Background: an optimization exercise with open tools, aiming at small area, a short achievable clock period and few clock cycles per item. Do not read the settings as production practice. In this exercise RTL edits were held to simulation tests only and were not proved equivalent to the original. No activity file was given, so power comes from the tool's default toggle rates.

Setup of run A:
## exec_unit
module exec_unit (
  input  wire                       clk,
  input  wire                       arst_n_i,
  input  wire                       valid_i,
  input  wire [31:0]                instr_i,
  input  wire [63:0]                src_a_i,
  input  wire [63:0]                src_b_i,
  output logic [63:0]               result_o,
  output logic                      done_o,
  output logic                      ready_o
);
For scale: ~6,200 cells after synthesis, ~460 flip-flops, about 230 I/O pins, about 0.043 mm² of cells after synthesis.
Settings: LEC_CHECK=0, ABC_AREA=1, CAP_MARGIN=20, CORE_MARGIN=10, CORE_UTILIZATION=35, PLACE_DENSITY=0.6, SETUP_SLACK_MARGIN=3.5, SLEW_MARGIN=20; clock period 6.5 ns.
run.sh (not shown) runs the stock make flow with config.mk's settings and CLKGATE_MAP_FILE= SYNTH_SCRIPT=/design/flow/synth_recipe.tcl, a recipe that flattens the netlist after the stock synthesis.
Testbench counts of run A, summed over its fixed seeds: cycles 23,029, items 16,000.
Relative to run A, the following input files were edited for run B:
- CORE_UTILIZATION: 35 -> 40
Results
Clock share of power: run B < run A. Count of clock-buffer cells in the layout was lower in the run labelled run A. In the final design statistics, run B uses fewer standard cells in total than run A. Taking run A as the reference point, the initial antenna violation count of run B falls by 1. In run B the arrival time at the worst endpoint turned out 0.07 ns lower than in run A. Between run B and run A, wire length is lower for run A, run B comes in above that. Run B vs run A — met3 global-route usage rose 0.49 points. Of run B and run A, the higher area added between synthesis and finish belongs to run A.
The following lists how run C was set up differently from run B:
- changing CORE_UTILIZATION from 40 to 45
### Flow results
Delta (run C minus run B): sequential cell area now sits higher, final instance area flat, global-route wire length before repair rose 3.7 mm, net switching power figure picked up an extra 0.14 mW, worst setup slack -0.032 ns.
Diode insertion count for antenna repair ended up 4 higher on run C than on run B.
The clock-buffer cell count of run C is higher than that of run B.
Modified inputs, run D compared to run C
- CORE_UTILIZATION now 40, was 45
- PLACE_DENSITY now 0.65, was 0.6
==> comparison <==
Run D: power is 0.88% lower than what run C reported. Reported for run D and run C, synthesized-area fraction occupied by ao, oa, aoi and oai cells turned out identical to the last digit. Looking at run D and run C, the synthesized-area fraction occupied by and/or/nand/nor cells is a wash. On portion of total power attributed to the clock network, the lower figure sits with run C, not run D. Higher core box area was reported by run D, not run C. In the reports for run D and run C, the smaller portion of the clock cycle consumed by the worst path in the final layout belongs to run C.


exec_unit, a different RTL version from the one above (not shown whole).
Size in the first run: ~4800 cells after synthesis, about 390 flip-flops, ~41000 µm² of cells after synthesis.
Design exec_unit, start of the top module:
module exec_unit (
  input  wire                       clk,
  input  wire                       arst_n_i,
  input  wire                       valid_i,
  input  wire [31:0]                instr_i,
  input  wire [63:0]                src_a_i,
  input  wire [63:0]                src_b_i,
  output logic [63:0]               result_o,
  output logic                      done_o,
  output logic                      ready_o
);
  localparam int K      = 8;
  localparam int NSTEP  = 64 / K;
  localparam int NSTEPW = 32 / K;
  localparam int CNT_W  = $clog2(NSTEP);
  exu_pkg::alu_ctl_t ctl_d, ctl_q, ctl_hi;
  exu_pkg::mul_req_t mreq_d, mreq_q;
  exu_pkg::xlen_t    op_a_d, op_b_d, op_a_q, op_b_q;
  logic [5:0]        shamt_q;   
  exu_pkg::xlen_t    alu_res;
  logic              is_mul;
  logic              accept, accept_mul;
  logic              busy_q;   
  logic              alu_v_q;
  logic              mul_run_q, mul_fin_q;
  logic              fin_low, fin_high;
  logic [CNT_W-1:0]  cnt_q;
  logic              last_step;
  logic [66:0]       acc_s_q, acc_c_q, acc_s_d, acc_c_d;
  logic [K-1:0]      ret_s_q, ret_c_q, ret_s_d, ret_c_d;
  logic              low_ci_q, low_ci_d;
  logic              first_q;
  logic [3:0]        one_d, two_d, neg_d, one_q, two_q, neg_q;
  logic [K-1:0]      prod_bits;
  exu_pkg::xlen_t    high_s, high_c;
  exu_pkg::xlen_t    low_next;
  alu_op_decode alu_op_decode_inst (
    .instr_i   (instr_i),
    .src_a_i   (src_a_i),
    .src_b_i   (src_b_i),
    .ctl_o     (ctl_d),
  ...
clock: 6.5 ns
lec_check: 0
cap_margin: 20
core_margin: 2
core_utilization: 55
place_density: 0.75
setup_slack_margin: 3.0
slew_margin: 20
The baseline passed the timing, DRC and antenna checks.
Testbench counts at the start, summed over its fixed seeds: cycles 23,973, items 16,000.
Rerun with:
CORE_MARGIN = 10   (was 2)
CORE_UTILIZATION = 30   (was 55)
PLACE_DENSITY = 0.5   (was 0.75)
What happened: Sequential power falls by about 2%; sequential cell count does not change; clock skew falls by 0.0063 ns; routed wire length rises by 7.3%.
Rerun with:
CAP_MARGIN = 5   (was 20)
CORE_UTILIZATION = 40   (was 30)
PLACE_DENSITY = 0.6   (was 0.5)
SLEW_MARGIN = 5   (was 20)
After rerunning: Synthesized area does not change. Fmax came out lower by 2.2%. Utilization came out higher by 11 points. Clock skew came out lower by 0.0075 ns. Combinational power came out lower by about 1%. Sequential share of layout area came out higher by 0.28 points. Sequential power is about the same. Worst setup slack got worse by 0.081 ns. Hold slack improved by 0.016 ns.
Rerun with:
CAP_MARGIN = 20   (was 5)
SLEW_MARGIN = 20   (was 5)
After rerunning: Routed wire length stays flat. Synthesized cell count stays the same. Sequential share of layout area hardly moves. Count of clock-buffer cells in the layout stays the same. Die area is unchanged. Cell count barely changes. Power hardly moves. Setup slack gets better by 0.054 ns.


== the previous run ==
exec_unit, a different RTL version from the one above (not shown whole).
Size: ~5500 cells after synthesis, roughly 46000 µm² of cells after synthesis.
==> flow/config.mk <==
export PLATFORM = sky130hd
export DESIGN_NAME = exec_unit
export DESIGN_NICKNAME = exec_unit
export VERILOG_FILES = /design/flow/design.v
export SDC_FILE = /design/flow/constraint.sdc
export NUM_CORES = 4
export LEC_CHECK = 0
export CAP_MARGIN = 20
export CORE_MARGIN = 10
export CORE_UTILIZATION = 30
export PLACE_DENSITY = 0.5
export SLEW_MARGIN = 20
==> flow/constraint.sdc <==
create_clock -name core_clock -period 6.5 [get_ports {clk}]
set_input_delay 1.3000 -clock core_clock [delete_from_list [all_inputs] [get_ports {clk}]]
set_output_delay 1.3000 -clock core_clock [all_outputs]
set_load 0.01 [all_outputs]
The final layout from the previous run, which completed every stage, passed the timing, DRC and antenna checks at the end of the flow.
Testbench counts of the previous run, summed over its fixed seeds: cycles 22,948, items 16,000.
## Diff of input files: the current run against the previous run
- PLACE_DENSITY: 0.5 -> 0.6
- ABC_CLOCK_PERIOD_IN_PS: unset -> 2500
- SETUP_SLACK_MARGIN: unset -> 3.7
- CORE_UTILIZATION: 30 -> 40
## What came out
- The fraction of area in multi-input gates of the current run falls short of that of the previous run by 2.7 points.
- The current run against the previous run; routed wire length is up by more than 10%.
- The higher total setup buffers inserted after CTS of the previous run and the current run is in the current run.
- From the previous run to the current run the numbers moved as follows: delay of the slowest critical-path stage lower, number of buffer and inverter instances along the worst setup path shows a reduction of 1.


## main
exec_unit, a different RTL version from the one above (not shown whole).
Size: about 6200 cells after synthesis, about 400 flip-flops, ~43000 sq um of cells after synthesis.
Settings: LEC_CHECK=0, ABC_AREA=1, CAP_MARGIN=20, CORE_MARGIN=10, CORE_UTILIZATION=40, PLACE_DENSITY=0.6, SETUP_SLACK_MARGIN=3.0, SLEW_MARGIN=20; clock period 6.5 ns.
main ran to completion and came out clean on the timing, DRC and antenna checks.
Testbench counts of main, summed over its fixed seeds: cycles 23,029, items 16,000.
Setup changes, main to the feature branch
Settings: swapping 3.0 for 3.3 in SETUP_SLACK_MARGIN.
Notes after the runs:
The feature branch vs main: detailed-route wire length on metal 1 up in the feature branch. Compared with main, the feature branch ends up with a larger final cell area. Diff the feature branch..main | multi-input combinational cell count | unchanged. clkdlybuf4s50_1 as the cell type of the slowest stage on the worst timing path was reported by the feature branch, and nor2_1 by main. Number of cells on the worst reg-to-reg path: the feature branch lower than main. The feature branch: PASS, flow complete, no timing, DRC or antenna violations. Going from main to the feature branch, overall power after layout grows by 0.91%. Summary of the feature branch over main: logic depth of the worst setup path including buffers -4; worst-path maximum fanout decreased by 54 relative to the old numbers.


exec_unit with an RTL version that a note above also has.
For scale: roughly 6200 cells after synthesis, roughly 460 flip-flops, about 230 I/O pins, about 43000 µm² of cells after synthesis.
make LEC_CHECK=0 ABC_AREA=1 CAP_MARGIN=20 CORE_MARGIN=10 CORE_UTILIZATION=40 PLACE_DENSITY=0.6 SETUP_SLACK_MARGIN=3.4 SLEW_MARGIN=20 finish   # period 6.5 ns
The first run finished with timing, DRC and antenna clean.
Testbench counts at the start, summed over its fixed seeds: cycles 23,029, items 16,000.
Next try:
- SETUP_SLACK_MARGIN: 3.4 -> 3.3
Result: The new run passed the timing, DRC and antenna checks. Count of clock-buffer cells in the layout stays the same. Cell area decreases slightly. Synthesized area does not change. Wire length hardly moves. Die area does not change. Worst setup slack degrades by 0.083 ns. Flip-flop and latch count is unchanged.


## run 1
exec_unit, a different RTL version from the one above (not shown whole).
Size: roughly 6,200 cells after synthesis, roughly 400 flip-flops, about 230 I/O pins, about 0.042 mm² of cells after synthesis.
Settings: LEC_CHECK=0, ABC_AREA=1, CAP_MARGIN=20, CORE_MARGIN=10, CORE_UTILIZATION=40, PLACE_DENSITY=0.6, SETUP_SLACK_MARGIN=3.5, SLEW_MARGIN=20, TNS_END_PERCENT=10; clock period 6.5 ns.
Testbench counts of run 1, summed over its fixed seeds: cycles 23,029, items 16,000.
For run 2, these inputs were changed with respect to run 1:
Settings: TNS_END_PERCENT no longer set, was 10.
==> comparison <==
- Compared with run 1, in run 2 met2 track demand over resource grew by 0.90 points, first-iteration DRC count shrank by about 9%, worst hold path depth held steady.
The following lists how run 3 was set up differently from run 2:
Settings: setting TNS_END_PERCENT to 10 for the first time; changing SETUP_SLACK_MARGIN from 3.5 to 3.3.
[summary]
Between run 3 and run 2, the total placed instance area figures differ only marginally. Run 3 vs run 2 — final cell count dropped slightly. Run 3 vs run 2 — wire length dropped by a few percent. On global-route usage, the higher figure sits with run 2, not run 3. [compare] base=run 2 new=run 3: worst hold slack higher, via count lower, number of cells upsized or downsized after cts lower, HPWL after detailed placement lower. Compared with run 2, run 3 has less setup slack.

[separate check: timing with driven ports]
How much do the figures lean on ideal ports? The routed layouts below were timed once more, with nothing changed but the port constraints.
Step 1: set_driving_cell puts a clkbuf_16 on clk and a buf_2 on each other input, an assumption about the parent block.
Step 2 times the ports against the registers' clock, not the clock port: input delays grow and output delays shrink by t, the midpoint of the rising clock arrivals with the driver on.
Slacks: ideal / step 1 / step 2; pairs: ideal / step 1.
| run | t (ns) | setup WS [ns] | latest minus earliest clock arrival (ns) | slew at the worst register clock pin (ns) |
|---|---|---|---|---|
| run A | 0.768 | 3.400 / 3.400 / 2.805 | 0.071 / 0.071 | 0.07 / 0.07 |
| run B | 0.752 | 3.478 / 3.478 / 2.780 | 0.050 / 0.050 | 0.08 / 0.08 |
| run C | 0.750 | 3.446 / 3.491 / 2.740 | 0.049 / 0.049 | 0.08 / 0.08 |
| run D | 0.757 | 3.405 / 3.405 / 2.698 | 0.050 / 0.050 | 0.07 / 0.07 |
| the first run of note 2 | 0.691 | 2.825 / 2.825 / 2.332 | 0.062 / 0.061 | 0.07 / 0.07 |
| the second run of note 2 | 0.738 | 2.855 / 2.855 / 2.368 | 0.056 / 0.056 | 0.08 / 0.08 |
| the third run of note 2 | 0.728 | 2.774 / 2.774 / 2.373 | 0.048 / 0.049 | 0.07 / 0.07 |
| the fourth run of note 2 | 0.727 | 2.829 / 2.829 / 2.387 | 0.050 / 0.050 | 0.07 / 0.07 |
| the previous run | 0.738 | 0.908 / 0.908 / 0.908 | 0.042 / 0.041 | 0.08 / 0.08 |
| the current run | 0.728 | 1.565 / 1.565 / 1.565 | 0.058 / 0.058 | 0.08 / 0.08 |
| main | 0.730 | 2.898 / 2.898 / 2.374 | 0.030 / 0.030 | 0.07 / 0.07 |
| the feature branch | 0.720 | 3.238 / 3.274 / 2.561 | 0.033 / 0.033 | 0.07 / 0.07 |
| the first run of note 5 | 0.768 | 3.304 / 3.304 / 2.672 | 0.057 / 0.058 | 0.07 / 0.07 |
| the second run of note 5 | 0.766 | 3.221 / 3.247 / 2.508 | 0.057 / 0.057 | 0.07 / 0.07 |
| run 1 | 0.743 | 3.297 / 3.297 / 2.731 | 0.066 / 0.066 | 0.07 / 0.07 |
| run 2 | 0.734 | 3.427 / 3.427 / 2.827 | 0.032 / 0.032 | 0.07 / 0.07 |
| run 3 | 0.738 | 3.202 / 3.202 / 2.541 | 0.065 / 0.065 | 0.08 / 0.08 |
After both steps every run listed still meets setup and hold. The setup slack of the second run of note 5, which loses most, moves by +0.026 ns with the drivers and by -0.713 ns with both steps.
